Source: an optimization exercise on an open RTL-to-GDS flow (aim: small area). Production flows keep margins and buffers that such runs may drop.
Function was checked by simulation only, so behaviour that the tests miss may differ from the original.
Power and IR drop assume default switching activity.

$ cat design/flow/flow/run.sh
#!/bin/bash
# The standard layout flow (standard.sh) with three changes:
#  - synthesis: the standard script (synth_recipe.tcl) unchanged except that
#    ABC maps with an area-oriented script (flow/area.abc); registers and
#    their names are the standard synthesis's
#  - clock tree: larger sink clusters with clkbuf_8 and no dummy loads
#  - port buffers: the smallest buffer cell instead of the default
# ORFS writes each step's full log under orfs/logs; the output of the make
# run and of this script goes to flow.log.
set -euo pipefail
W=$PWD
sed "s#SYNTH_SCRIPT=[^ ]*#SYNTH_SCRIPT=$W/flow/area_synth.tcl#" standard.sh > area_standard.sh
grep -q "SYNTH_SCRIPT=$W/flow/area_synth.tcl" area_standard.sh
export MY_ABC_SCRIPT=$W/flow/area.abc
export CTS_ARGS="-sink_clustering_enable -repair_clock_nets -dont_use_dummy_load -buf_list sky130_fd_sc_hd__clkbuf_8 -sink_clustering_size 14 -sink_clustering_max_diameter 45"
export BUFFER_PORTS_ARGS="-buffer_cell sky130_fd_sc_hd__buf_1"
bash area_standard.sh > flow.log 2>&1
$ cat design/flow/standard.sh
#!/bin/bash
# synth_recipe.tcl (not shown) runs the flow's synth.tcl, then flattens the netlist and writes it again
# the make line also repeats each setting of config.mk as NAME=value (left out here)
make -C /OpenROAD-flow-scripts/flow DESIGN_CONFIG=/design/flow/config.mk WORK_HOME=/design/flow/orfs CLKGATE_MAP_FILE= SYNTH_SCRIPT=/design/flow/synth_recipe.tcl "${@:-finish}"
$ cat design/flow/flow/area_synth.tcl
proc synth {args} { yosys synth -nofsm -noshare {*}$args }
proc abc {args} {
  set i [lsearch -exact $args -script]
  if { $i >= 0 && [info exists ::env(MY_ABC_SCRIPT)] } { lset args [expr {$i + 1}] $::env(MY_ABC_SCRIPT) }
  yosys abc {*}$args
}
source $::env(SCRIPTS_DIR)/synth.tcl
# left out here: clear keep_hierarchy, flatten, clean up, hide names made inside functions, write 1_2_yosys.v
$ cat design/flow/design.v
`timescale 1ns/1ps
module freecell_top (
    input  logic       clock,
    input  logic       arst_n,
    input  logic       cfg_write,
    input  logic [2:0] cfg_cells,
    input  logic       cfg_empty_any,
    input  logic       deal_valid,
    input  logic [2:0] deal_col,
    input  logic [5:0] deal_card,
    input  logic       move_valid,
    input  logic [3:0] move_src,
    input  logic [3:0] move_dst,
    input  logic [3:0] view_loc,
    output logic       move_done,
    output logic       move_ok,
    output logic       win,
    output logic [5:0] view_card,
    output logic [15:0] accepted_count,
    output logic [15:0] rejected_count
);
    localparam int RL = 19;
    function automatic logic [4:0] wp_hit(input logic [5:0] s);
        wp_hit = '0;
        case (s)
            6'd0, 6'd19, 6'd38: wp_hit[0] = 1'b1;
            6'd4, 6'd23:        wp_hit[1] = 1'b1;
            6'd8, 6'd27:        wp_hit[2] = 1'b1;
            6'd12, 6'd31:       wp_hit[3] = 1'b1;
            6'd16, 6'd35:       wp_hit[4] = 1'b1;
            default: ;
        endcase
    endfunction
    function automatic logic red(input logic [1:0] s);
        red = (s == 2'd0) || (s == 2'd3);
    endfunction
    logic [4:0]  ph;
    logic [47:0] Tv;           
    logic [39:0] Dv;           
    logic [7:0]  Ev;           
    logic [5:0]  fcell [4];
    logic [3:0]  home [4];
    logic [1:0]  lim;          
    logic        any;
    logic        m1, m2, ex, d1;
    logic [3:0]  src_q, dst_q;
    logic        cfgok_q;
    logic [5:0]  SC;
    logic        p_need, q_need;
    logic [5:0]  H;
    logic [4:0]  H_wp;         
    logic [2:0]  H_col;
    logic        H_valid, H_wait;
    logic [3:0]  msel;
    logic [5:0]  mcard;
    assign msel = m1 ? src_q : ((m2 || d1) ? dst_q : view_loc);
    always_comb begin
        if (!msel[3])
            mcard = Ev[msel[2:0]] ? 6'd0 : Tv[6*msel[2:0] +: 6];
        else if (!msel[2])
            mcard = fcell[msel[1:0]];
        else if (home[msel[1:0]] != 4'd0)
            mcard = {msel[1:0], home[msel[1:0]]};
        else
            mcard = 6'd0;
    end
    assign view_card = mcard;
    logic       src_sel;
    logic [2:0] xsel;
    logic [4:0] dep_x;
    logic       x_fit, x_ne;
    logic [5:0] posX;
    logic [4:0] xhit;
    logic       xalign;
    logic       ralign, rtap;
    assign src_sel = m1 || (ex && !p_need);
    assign xsel    = deal_valid ? deal_col : (src_sel ? src_q[2:0] : dst_q[2:0]);
    assign dep_x   = Dv[5*xsel +: 5];
    assign x_fit   = dep_x != 5'd20;
    assign x_ne    = dep_x != 5'd0;
    assign posX    = {1'b0, dep_x} + {1'b0, ph};
    assign xhit    = wp_hit(posX);
    assign xalign  = |xhit;
    assign ralign  = (posX == 6'd2) || (posX == 6'd21) || (posX == 6'd12) || (posX == 6'd31);
    assign rtap    = (posX == 6'd12) || (posX == 6'd31);
    logic       to_home;
    logic [3:0] r_lo, r_hi;
    logic       rank_step;
    assign to_home   = dst_q[3:2] == 2'b11;
    assign r_lo      = to_home ? mcard[3:0] : SC[3:0];
    assign r_hi      = to_home ? SC[3:0] : mcard[3:0];
    assign rank_step = 4'(r_lo + 4'd1) == r_hi;
    logic legal;
    always_comb begin
        legal = 1'b0;
        if (!win && src_q[3:2] != 2'b11 && SC[3:0] != 4'd0 && src_q != dst_q) begin
            if (dst_q[3:2] == 2'b10)
                legal = (mcard[3:0] == 4'd0) && cfgok_q;
            else if (to_home)
                legal = (SC[5:4] == dst_q[1:0]) && rank_step;
            else if (mcard[3:0] != 4'd0)
                legal = (red(SC[5:4]) != red(mcard[5:4])) && rank_step && x_fit;
            else
                legal = cfgok_q || (SC[3:0] == 4'd13);
        end
    end
    logic wn2;                  
    logic w_need, r_need;
    logic p_fire, q_fire;
    logic dir_act;
    logic [5:0] tapbus, TB;
    logic [47:0] tap0v, tap10v;
    assign w_need  = !dst_q[3] && x_ne;
    assign r_need  = !src_q[3] && (dep_x >= 5'd2);
    assign wn2     = w_need;
    assign p_fire  = (m2 && legal && (!wn2 || xalign))
                  || (ex && p_need && (!w_need || xalign));
    assign q_fire  = ex && !p_need && q_need && (!r_need || ralign);
    assign dir_act = ((deal_valid || d1) && x_fit && x_ne)
                  || (m2 && legal && wn2)
                  || (ex && p_need && w_need);
    assign tapbus = rtap ? tap10v[6*src_q[2:0] +: 6] : tap0v[6*src_q[2:0] +: 6];
    assign TB     = q_fire ? tapbus : SC;
    logic [4:0] DB;
    assign DB     = q_fire ? 5'(dep_x - 5'd1) : 5'(dep_x + 5'd1);
    for (genvar c = 0; c < 8; c++) begin : g_col
        logic [6*RL-1:0] r;
        logic [5:0] t;
        logic [4:0] dep;
        logic       inc, dec;
        logic       hs;
        logic [5:0] wd;
        logic [4:0] wen;
        assign inc = (p_fire && !dst_q[3] && dst_q[2:0] == 3'(c))
                  || (d1 && x_fit && dst_q[2:0] == 3'(c));
        assign dec = q_fire && !src_q[3] && src_q[2:0] == 3'(c);
        always_ff @(posedge clock or negedge arst_n) begin
            if (!arst_n)
                dep <= 5'd0;
            else if (inc || dec)
                dep <= DB;
        end
        always_ff @(posedge clock) begin
            if (inc || dec) t <= TB;
        end
        assign hs  = H_valid && !H_wait && H_col == 3'(c);
        assign wd  = hs ? H : t;
        assign wen = ({5{dir_act && xsel == 3'(c)}} & xhit) | ({5{hs}} & H_wp);
        always_ff @(posedge clock) begin
            for (int k = 0; k < RL; k++) begin
                if (k % 4 == 0 && wen[k / 4])
                    r[6*k +: 6] <= wd;
                else
                    r[6*k +: 6] <= r[6*((k + RL - 1) % RL) +: 6];
            end
        end
        assign Tv[6*c +: 6]     = t;
        assign Dv[5*c +: 5]     = dep;
        assign Ev[c]            = dep == 5'd0;
        assign tap0v[6*c +: 6]  = r[0 +: 6];
        assign tap10v[6*c +: 6] = r[60 +: 6];
    end
    logic all_kings;
    assign all_kings = (home[0] == 4'd13) && (home[1] == 4'd13)
                    && (home[2] == 4'd13) && (home[3] == 4'd13);
    logic [4:0] hit1, hit2;
    assign hit1 = wp_hit(6'(posX + 6'd1));
    assign hit2 = wp_hit(6'(posX + 6'd2));
    always_ff @(posedge clock or negedge arst_n) begin
        if (!arst_n) begin
            ph        <= 5'd0;
            m1        <= 1'b0;
            m2        <= 1'b0;
            ex        <= 1'b0;
            d1        <= 1'b0;
            p_need    <= 1'b0;
            q_need    <= 1'b0;
            H_valid   <= 1'b0;
            move_done <= 1'b0;
            move_ok   <= 1'b0;
            win       <= 1'b0;
            lim       <= 2'd3;
            any       <= 1'b1;
            for (int i = 0; i < 4; i++) begin
                fcell[i] <= 6'd0;
                home[i]  <= 4'd0;
            end
        end else begin
            ph <= (ph == 5'd18) ? 5'd0 : ph + 5'd1;
            if (cfg_write) begin
                lim <= (cfg_cells == 3'd0) ? 2'd0 : (cfg_cells >= 3'd4) ? 2'd3 : 2'(cfg_cells - 3'd1);
                any <= cfg_empty_any;
            end
            m1 <= move_valid;
            m2 <= m1;
            d1 <= deal_valid;
            move_done <= 1'b0;
            move_ok   <= 1'b0;
            win       <= win || all_kings;
            if (d1 && x_fit && x_ne && !xalign && (hit1 != 5'd0 || hit2 != 5'd0))
                H_valid <= 1'b1;
            else if (!H_wait)
                H_valid <= 1'b0;
            if (m2) begin
                if (legal) begin
                    ex     <= 1'b1;
                    p_need <= !p_fire;
                    q_need <= 1'b1;
                end else
                    move_done <= 1'b1;
            end
            if (ex) begin
                if (p_fire) p_need <= 1'b0;
                if (q_fire) begin
                    q_need    <= 1'b0;
                    ex        <= 1'b0;
                    move_done <= 1'b1;
                    move_ok   <= 1'b1;
                end
            end
            if (q_fire && src_q[3:2] == 2'b10)
                fcell[src_q[1:0]] <= 6'd0;
            if (p_fire && dst_q[3:2] == 2'b10)
                fcell[dst_q[1:0]] <= SC;
            if (p_fire && dst_q[3:2] == 2'b11)
                home[dst_q[1:0]] <= SC[3:0];
        end
    end
    always_ff @(posedge clock) begin
        if (move_valid) begin
            src_q   <= move_src;
            dst_q   <= move_dst;
            cfgok_q <= move_dst[3] ? (move_dst[1:0] <= lim) : any;
        end else if (deal_valid)
            dst_q <= {1'b0, deal_col};
        if (deal_valid)
            SC <= deal_card;
        else if (m1)
            SC <= mcard;
        if (d1) begin
            H      <= mcard;
            H_col  <= dst_q[2:0];
            H_wait <= hit1 == 5'd0;
            H_wp   <= (hit1 != 5'd0) ? hit1 : hit2;
        end else
            H_wait <= 1'b0;
    end
    always_ff @(posedge clock or negedge arst_n) begin
        if (!arst_n) begin
            accepted_count <= 16'd0;
            rejected_count <= 16'd0;
        end else if (move_done) begin
            if (move_ok)
                accepted_count <= accepted_count + 16'd1;
            else
                rejected_count <= rejected_count + 16'd1;
        end
    end
endmodule
$ cat design/flow/constraint.sdc
create_clock -name core_clock -period 10.0 [get_ports {clock}]
set_input_delay 2.0000 -clock core_clock [delete_from_list [all_inputs] [get_ports {clock}]]
set_output_delay 2.0000 -clock core_clock [all_outputs]
set_load 0.01 [all_outputs]
$ cat design/flow/config.mk
export PLATFORM = sky130hd
export DESIGN_NAME = freecell_top
export DESIGN_NICKNAME = freecell_top
export VERILOG_FILES = /design/flow/design.v
export SDC_FILE = /design/flow/constraint.sdc
export NUM_CORES = 4
export LEC_CHECK = 0
export ABC_AREA = 1
export CAP_MARGIN = 5
export CORE_MARGIN = 2
export CORE_UTILIZATION = 70
export GPL_TIMING_DRIVEN = 0
export PLACE_DENSITY = 0.8
export SETUP_SLACK_MARGIN = 0.3
export SLEW_MARGIN = 5
$ cat design/flow/flow/area.abc
strash
dc2
&get -n
&st
&dch -f
&nf -R 1000
&put
topo
dnsize -c
==> insert_results.sql, run 1 <==
INSERT INTO impl_metrics (metric_group, metric, value, unit) VALUES
('route', 'dr_wl_met3', '6150', 'µm'),
('synthesis', 'yosys.cell_types.count', '52', ''),
('synthesis', 'yosysWarningCount', '3', ''),
('final_layout', 'ff_latch_area', '23800', 'µm²'),
('floorplanning', 'placeableCoreArea', '44500', 'µm²'),
('power_and_ir_drop', 'cellLeakagePower', '0.0138', 'µW'),
('route', 'post_drt_wl_per_cell', '21.8', 'µm'),
('setup_path', 'critPathMaxStageDelay', '750', 'ps'),
('final_layout', 'num-fill-cells', '2757', ''),
('synthesis', 'synth_top_area_share', '0.576', ''),
('power_and_ir_drop', 'power-per-cell-area', '316', 'nW/µm²'),
('power_and_ir_drop', 'maximum_resistive_drop_on_vdd', '0.238', 'mV'),
('route', 'wl_met2', '32200', 'µm'),
('setup_path', 'critPathLaunchType', 'primary input', ''),
('placement', 'port-buffer-count', '70', ''),
('placement', 'gp_congestion', '0.961', ''),
('synthesis', 'synth_top_flop_cell', 'sky130_fd_sc_hd__dfxtp_1', ''),
('clock_tree', 'clkSinkCount', '1120', ''),
('clock_tree', 'clk_pin_slew', '80', 'ps'),
('sta', 'setup_viol', '0', ''),
('job', 'drv_cap', '0', ''),
('route', 'route.antenna.remaining_nets', '0', ''),
('setup_path', 'critical_path.max_fanout', '19', ''),
('setup_path', 'depth_of_the_worst_register_to_register_path', '26', ''),
('setup_path', 'crit_chain', 'buf_1 > o21ai_0 > and2_0 > a222oi_1 > and3_1 > a31o_1 > clkinv_1 > ha_1 > fa_1 > a21o_1 > a21oi_1 > xnor2_1 > nand2b_1 > nor3_1 > a31oi_1 > nor3_2 > o311ai_4 > buf_4 > nor2_1 > and2_0 > a32oi_1 > clkinv_1', ''),
('floorplanning', 'die_w', '217', 'µm'),
('sta', 'slew_viol_final', '0', ''),
('final_layout', 'postLayoutCoreUtil', '0.772', ''),
('synthesis', 'net_count_after_synthesis', '2544', ''),
('floorplanning', 'initial_cell_density_of_the_core', '0.713', ''),
('synthesis', 'synth-compound-area-share', '0.105', ''),
('route', 'route.layer.met1.wl', '29600', 'µm'),
('grt', 'grt_max_degree', '42', ''),
('synthesis', 'yosysSeqAreaShare', '0.752', ''),
('grt', 'global_route.overflow_total', '0', ''),
('route', 'drt_pre_antenna_iters', '9', ''),
('synthesis', 'dominant_combinational_cell_family_by_area_after_synthesis', 'compound AO/OA/AOI/OAI gates', ''),
('placement', 'dp_hpwl', '48100', 'µm'),
('clock_tree', 'h-tree-depth', '3', ''),
('final_layout', 'layout-drive-gt1-share', '0.0478', ''),
('route', 'detailroute.via_count', '19536', ''),
('sta', 'period_minus_slack', '9200', 'ps'),
('sta', 'timing.final.hold_violations', '0', ''),
('synthesis', 'yosys.area.top_type', 'sky130_fd_sc_hd__dfxtp_1', ''),
('floorplanning', 'design.die.area', '47000', 'µm²'),
('clock_tree', 'clk_latency', '710', 'ps'),
('synthesis', 'synth_top_cells_by_count', 'sky130_fd_sc_hd__dfxtp_1 (913), sky130_fd_sc_hd__nor2_1 (340), sky130_fd_sc_hd__a21oi_1 (334)', ''),
('clock_tree', 'tritoncts', 'yes', ''),
('final_layout', 'multi_input_comb_area', '7810', 'µm²'),
('hold_path', 'worst_hold_path_type', 'register to register', ''),
('synthesis', 'asyncSetResetFlopFracSynth', '0.116', ''),
('route', 'first_iter_violations', '1929', ''),
('synthesis', 'yosys.area_share.xor_xnor', '0.0152', ''),
('floorplanning', 'die_y', '217', 'µm'),
('sta', 'grt_setup_unrepaired', 'false', ''),
('route', 'postRouteWirelength', '71400', 'µm'),
('synthesis', 'synth-seq-cells', '1120', ''),
('run_status', 'run_status', 'complete, no violations', ''),
('synthesis', 'total_standard_cell_area_after_synthesis', '31700', 'µm²'),
('route', 'maxUsedRoutingLayer', 'met4', ''),
('power_and_ir_drop', 'totalPowerFinal', '10900', 'µW'),
('grt', 'gr-usage-all-layers', '0.309', ''),
('floorplanning', 'boundaryPins', '71', ''),
('setup_path', 'timing.critical_path.to_type', 'register', ''),
('final_layout', 'layout.nets', '2730', ''),
('synthesis', 'synthMuxAreaShare', '0.0327', ''),
('synthesis', 'synth-edff-count', '77', ''),
('clock_tree', 'ctsLongestPathBuffers', '3', ''),
('sta', 'worst_pin_slew', '1220', 'ps'),
('sta', 'final.setup.tns', '0', 'ps'),
('route', 'drc_errors', '0', '');
==> repair_timing <==
item / 4_1_cts / 5_1_grt
setup endpoints to repair: 0 / 66
buffers inserted: 0 / 4
hold buffers: 0 / 0
gates resized for setup: 0 / 1
==> sequential cells by signal, indices dropped and copies added, names as in the netlist, 2 cells and up <==
name,count
g_col.r,912
g_col.t,48
g_col.dep,40
fcell,24
accepted_count,16
home,16
rejected_count,16
H,6
SC,6
H_wp,5
ph,5
dst_q,4
src_q,4
H_col,3
lim,2
==> final timing paths <==
kind | startpoint | endpoint | slack (ps)
max | deal_valid | g_col[5].t[0]$_DFFE_PP_ | 800
min | g_col[5].r[9]$_DFF_P_ | g_col[5].r[15]$_DFF_P_ | 300
max reg2reg | d1$_DFF_PN0_ | g_col[7].r[28]$_DFF_P_ | 1130
min reg2reg | g_col[5].r[9]$_DFF_P_ | g_col[5].r[15]$_DFF_P_ | 300
max in group asynchronous | arst_n | g_col[6].dep[1]$_DFFE_PN0P_ | 7870
min in group asynchronous | arst_n | g_col[6].dep[0]$_DFFE_PN0P_ | 1270
==> per-stage QoR <==
stage | instance area [µm²] | hold WS, ps | setup WS, ps | instances
2_1_floorplan | 31700 | 310 | 1060 | 2495
5_1_grt | 34300 | 288 | 329 | 3272
3_3_place_gp | 32700 | 310 | -2340 | 3157
4_1_cts | 34300 | 281 | 454 | 3266
3_5_place_dp | 33000 | 312 | -195 | 3169
6_report | 34300 | 299 | 801 | 3272
==> worst max-delay path: cells and delay by family <==
family / cells / cell delay [ps]
AO/OA/AOI/OAI: 8 / 2950
buffers and inverters: 4 / 1820
AND/OR/NAND/NOR: 7 / 1590
adder cells (fa/ha/maj): 2 / 780
XOR/XNOR: 1 / 310
==> power breakdown <==
group	switching [µW]	internal [µW]	total, µW
logic	1260	703	1960
clock network	1300	864	2170
registers	667	6070	6740
==> layer usage <==
metal,GRT usage,vias up
met4,0.144,0
met5,0,-
met3,0.0681,235
li1,-,9036
met2,0.475,912
met1,0.424,9353
==> logic make-up (layout without fill, tap and decap cells) <==
logic type	Yosys count	after routing
flip-flops	1120	1120
AND/OR/NAND/NOR	615	615
AO/OA/AOI/OAI	554	554
multiplexers	98	98
XOR/XNOR	55	55
buffers and inverters	34	218
adder cells (fa/ha/maj)	19	19
other	0	1
==> cell usage in the layout (no fill, tap or decap), types with 22 or more instances in the layout <==
| cell | count |
|---|---|
| sky130_fd_sc_hd__xnor2_1 | 35 |
| sky130_fd_sc_hd__buf_1 | 69 |
| sky130_fd_sc_hd__nor2_1 | 339 |
| sky130_fd_sc_hd__edfxtp_1 | 77 |
| sky130_fd_sc_hd__clkbuf_8 | 97 |
| sky130_fd_sc_hd__mux2i_1 | 52 |
| sky130_fd_sc_hd__nand3_1 | 33 |
| sky130_fd_sc_hd__dfrtp_1 | 127 |
| sky130_fd_sc_hd__o22ai_1 | 26 |
| sky130_fd_sc_hd__a21oi_1 | 334 |
| sky130_fd_sc_hd__o21ai_0 | 50 |
| sky130_fd_sc_hd__dfxtp_1 | 913 |
| sky130_fd_sc_hd__nand2_1 | 119 |
| sky130_fd_sc_hd__nor3_1 | 22 |
| sky130_fd_sc_hd__a22o_1 | 42 |
| sky130_fd_sc_hd__and3_1 | 22 |
| sky130_fd_sc_hd__a222oi_1 | 35 |
| sky130_fd_sc_hd__clkinv_1 | 34 |
| sky130_fd_sc_hd__mux2_1 | 46 |
==> final cells by class <==
class / count / area share
diodes: 1 / 0.0000729
flip-flops and latches: 1120 / 0.694
inverters: 34 / 0.00372
multi-input cells: 1341 / 0.227
clock buffers: 97 / 0.0389
repair buffers: 87 / 0.0142
well taps: 592 / 0.0216
==> run 2: changes to the inputs <==
--- a/design/flow/flow/run.sh
+++ b/design/flow/flow/run.sh
@@ -12,6 +12,6 @@
 sed "s#SYNTH_SCRIPT=[^ ]*#SYNTH_SCRIPT=$W/flow/area_synth.tcl#" standard.sh > area_standard.sh
 grep -q "SYNTH_SCRIPT=$W/flow/area_synth.tcl" area_standard.sh
 export MY_ABC_SCRIPT=$W/flow/area.abc
-export CTS_ARGS="-sink_clustering_enable -repair_clock_nets -dont_use_dummy_load -buf_list sky130_fd_sc_hd__clkbuf_8 -sink_clustering_size 14 -sink_clustering_max_diameter 45"
+export CTS_ARGS="-sink_clustering_enable -repair_clock_nets -dont_use_dummy_load -buf_list sky130_fd_sc_hd__clkbuf_8 -sink_clustering_size 20 -sink_clustering_max_diameter 40"
 export BUFFER_PORTS_ARGS="-buffer_cell sky130_fd_sc_hd__buf_1"
 bash area_standard.sh > flow.log 2>&1
==> insert_results.sql, run 2 <==
INSERT INTO impl_metrics (metric_group, metric, value, unit) VALUES
('run_status', 'run_status', 'complete, no violations', ''),
('clock_tree', 'clkSinkCount', '1120', ''),
('clock_tree', 'h-tree-depth', '3', ''),
('placement', 'gp_congestion', '0.961', ''),
('grt', 'wire_length_of_the_first_global_routing_pass', '111000', 'µm'),
('grt', 'number_of_global_route_vias_before_repair', '19786', ''),
('setup_path', 'cp_max_delay_cell', 'sky130_fd_sc_hd__a32oi_1', ''),
('synthesis', 'yosysWarningCount', '3', ''),
('synthesis', 'total_standard_cell_area_after_synthesis', '31700', 'µm²'),
('sta', 'final.period_utilization', '0.910', ''),
('setup_path', 'critPathMaxStageDelay', '750', 'ps'),
('setup_path', 'crit_chain', 'buf_1 > o21ai_0 > and2_0 > a222oi_1 > and3_1 > a31o_1 > clkinv_1 > ha_1 > fa_1 > a21o_1 > a21oi_1 > xnor2_1 > nand2b_1 > nor3_1 > a31oi_1 > nor3_2 > o311ai_4 > buf_4 > nor2_1 > and2_0 > a32oi_1 > clkinv_1', ''),
('setup_path', 'timing_worst_setup_path_type', 'primary input to register', ''),
('final_layout', 'most_common_cell_after_layout_fill_and_taps_aside', 'sky130_fd_sc_hd__dfxtp_1', ''),
('final_layout', 'largest-register', 'g_col.r', ''),
('job', 'drv_cap', '0', ''),
('synthesis', 'asyncSetResetFlopFracSynth', '0.116', ''),
('floorplanning', 'die_w', '217', 'µm'),
('synthesis', 'yosys.cell_types.count', '52', ''),
('power_and_ir_drop', 'totalPowerFinal', '10900', 'µW'),
('synthesis', 'synth.area.top_cells', 'sky130_fd_sc_hd__dfxtp_1 (58%), sky130_fd_sc_hd__dfrtp_1 (10%), sky130_fd_sc_hd__edfxtp_1 (7.3%)', ''),
('sta', 'relSlewSlack', '0.116', ''),
('setup_path', 'crit_path_start', 'deal_valid', ''),
('clock_tree', 'clk_pin_slew', '90', 'ps'),
('setup_path', 'worst_ep_arrival_time', '9380', 'ps'),
('grt', 'global_route.overflow_total', '0', ''),
('synthesis', 'yosysSeqAreaShare', '0.752', ''),
('placement', 'port-buffer-count', '70', ''),
('final_layout', 'largest_registers', 'g_col.r (912), g_col.t (48), g_col.dep (40)', ''),
('floorplanning', 'rows', '77', ''),
('grt', 'gr-usage-all-layers', '0.311', ''),
('setup_path', 'critical_path.max_fanout', '19', ''),
('floorplanning', 'boundaryPins', '71', ''),
('setup_path', 'critPathTopFamily', 'compound AO/OA/AOI/OAI gates', ''),
('placement', 'detailedPlace.worstSlack', '-195', 'ps'),
('sta', 'slew_viol_final', '0', ''),
('clock_tree', 'tritoncts', 'yes', ''),
('setup_path', 'critPathLaunchType', 'primary input', ''),
('route', 'postRouteWirelength', '72000', 'µm'),
('sta', 'setup_slack', '898', 'ps'),
('synthesis', 'net_count_after_synthesis', '2544', ''),
('synthesis', 'synth_top_flop_cell', 'sky130_fd_sc_hd__dfxtp_1', ''),
('synthesis', 'synth_top_area_share', '0.576', ''),
('route', 'drc_errors', '0', ''),
('final_layout', 'largest_reg_flops', '912', ''),
('power_and_ir_drop', 'power-per-cell-area', '318', 'nW/µm²'),
('floorplanning', 'initial_cell_density_of_the_core', '0.713', ''),
('clock_tree', 'ctsLongestPathBuffers', '3', ''),
('hold_path', 'worst_hold_path_type', 'register to register', ''),
('sta', 'worst_pin_slew', '1330', 'ps'),
('sta', 'finalClockSkew', '118', 'ps'),
('setup_path', 'cp.buffers_inverters', '4', ''),
('grt', 'grt_antenna_before_repair', '1', ''),
('sta', 'grt_setup_unrepaired', 'false', ''),
('setup_path', 'timing.critical_path.to_type', 'register', ''),
('final_layout', 'layout.nets', '2735', ''),
('synthesis', 'yosys.area.top_type', 'sky130_fd_sc_hd__dfxtp_1', ''),
('floorplanning', 'placeableCoreArea', '44500', 'µm²'),
('synthesis', 'synthesis.instances', '2495', ''),
('synthesis', 'syn_avg_cell_area', '12.7', 'µm²'),
('route', 'route.antenna.remaining_nets', '0', ''),
('final_layout', 'final_cell_mix', 'sky130_fd_sc_hd__dfxtp_1 (913), sky130_fd_sc_hd__nor2_1 (339), sky130_fd_sc_hd__a21oi_1 (334)', ''),
('setup_path', 'r2r_start', 'd1$_DFF_PN0_', ''),
('route', 'viasPerCell', '6.01', ''),
('sta', 'setup_viol', '0', ''),
('clock_tree', 'cts.root.buffer_cell', 'sky130_fd_sc_hd__clkbuf_8', ''),
('setup_path', 'worstPathRequired', '10280', 'ps'),
('sta', 'max_freq', '110', 'MHz'),
('final_layout', 'layout-drive-gt1-share', '0.0496', ''),
('route', 'drt_pre_antenna_iters', '7', ''),
('sta', 'timing.final.hold_violations', '0', ''),
('floorplanning', 'die_y', '217', 'µm'),
('route', 'detailroute.via_count', '19693', ''),
('sta', 'period_minus_slack', '9100', 'ps'),
('route', 'first_iter_violations', '2070', ''),
('placement', 'dp_hpwl', '48100', 'µm'),
('route', 'post_drt_wl_per_cell', '22.0', 'µm'),
('synthesis', 'synth-edff-count', '77', ''),
('power_and_ir_drop', 'cellLeakagePower', '0.0138', 'µW'),
('synthesis', 'synth_top_cells_by_count', 'sky130_fd_sc_hd__dfxtp_1 (913), sky130_fd_sc_hd__nor2_1 (340), sky130_fd_sc_hd__a21oi_1 (334)', ''),
('clock_tree', 'tritoncts.num_buffers', '103', ''),
('hold_path', 'hold_path_startpoint', 'g_col[5].r[9]$_DFF_P_', ''),
('final_layout', 'num-fill-cells', '2730', ''),
('synthesis', 'synth-seq-cells', '1120', ''),
('synthesis', 'yosys.cell_count.top_type', 'sky130_fd_sc_hd__dfxtp_1', ''),
('clock_tree', 'clk_latency', '740', 'ps'),
('grt', 'grt_max_degree', '42', ''),
('power_and_ir_drop', 'maximum_resistive_drop_on_vdd', '0.210', 'mV'),
('floorplanning', 'design.die.area', '47000', 'µm²'),
('final_layout', 'areaGrowthSynthToFinish', '8.52', '%');
[run 2: stage by stage]
step | utilization | std cells | hold WS, ps | TNS (ps) | cell area (µm²)
4_1_cts | 0.772 | 3272 | 247 | 0 | 34400
5_1_grt | 0.773 | 3277 | 263 | 0 | 34400
3_3_place_gp | 0.735 | 3157 | 310 | -245670 | 32700
2_1_floorplan | - | 2495 | 310 | 0 | 31700
3_5_place_dp | 0.740 | 3169 | 312 | -1470 | 33000
6_report | 0.773 | 3277 | 257 | 0 | 34400
[run 2: final cells by class]
| class | count | area, µm² | area share |
|---|---|---|---|
| Sequential cell | 1120 | 23800 | 0.693 |
| Multi-Input combinational cell | 1341 | 7810 | 0.227 |
| Clock buffer | 103 | 1420 | 0.0412 |
| Tap cell | 592 | 741 | 0.0215 |
| Timing Repair Buffer | 86 | 480 | 0.0140 |
| Inverter | 34 | 128 | 0.00371 |
| Antenna cell | 1 | 2.50 | 0.0000727 |
[run 2: power by group]
part / internal [µW] / switching, µW / total (µW)
Sequential: 6070 / 672 / 6750
Combinational: 701 / 1260 / 1960
Clock: 914 / 1320 / 2240
[run 2: final timing paths]
check	to	slack, ps	depth (start not counted)
min	g_col[5].r[15]$_DFF_P_	260	0
min reg2reg	g_col[5].r[15]$_DFF_P_	260	0
min in group asynchronous	g_col[6].dep[0]$_DFFE_PN0P_	1260	1
max reg2reg	g_col[7].r[28]$_DFF_P_	1160	24
max	g_col[5].t[1]$_DFFE_PP_	900	22
max in group asynchronous	g_col[7].dep[0]$_DFFE_PN0P_	7890	3
[run 2: routing by layer]
metal | global-route usage | part of all wire
met3 | 0.0697 | 0.084
met5 | 0 | 0
met1 | 0.421 | 0.42
met2 | 0.484 | 0.45
met4 | 0.142 | 0.050
[run 2: logic make-up after synthesis]
logic type	count (synthesis)	synth area share
compound gates	554	0.105
simple gates	615	0.0835
fa+ha+maj	19	0.00797
xor+xnor	55	0.0152
buf+inv	34	0.00402
flops	1120	0.752
mux	98	0.0327
[run 2: timing repair]
item / CTS / global route
setup endpoints to repair: 0 / 45
setup buffers: 0 / 3
gates resized for setup: 0 / 1
hold buffers: 0 / 0

==> re-timing with driven ports <==
No port has a modelled driver above. Below, the same layouts with a new extraction and two added sets of constraints.
Step 1, drivers: a clkbuf_16 drives clock and a buf_2 each remaining input, both assumed.
Step 2 adds t to the input delays and takes it off the output delays; t is the mean of the earliest and latest rising clock arrival at the registers after step 1. Input paths then give back, and output paths get back, about the clock's delay inside the block.
Three values: ideal, step 1, step 2; two values: the first two.
run | t, ns | setup slack, ns | worst hold slack (ns)
run 1 | 0.723 | 0.801 / 0.833 / 0.110 | 0.299 / 0.299 / 0.299
run 2 | 0.737 | 0.898 / 0.930 / 0.193 | 0.257 / 0.257 / 0.257
After both steps every run listed still meets setup and hold. The setup slack of run 2, which loses most, moves by +0.032 ns with the drivers and by -0.705 ns with both steps.
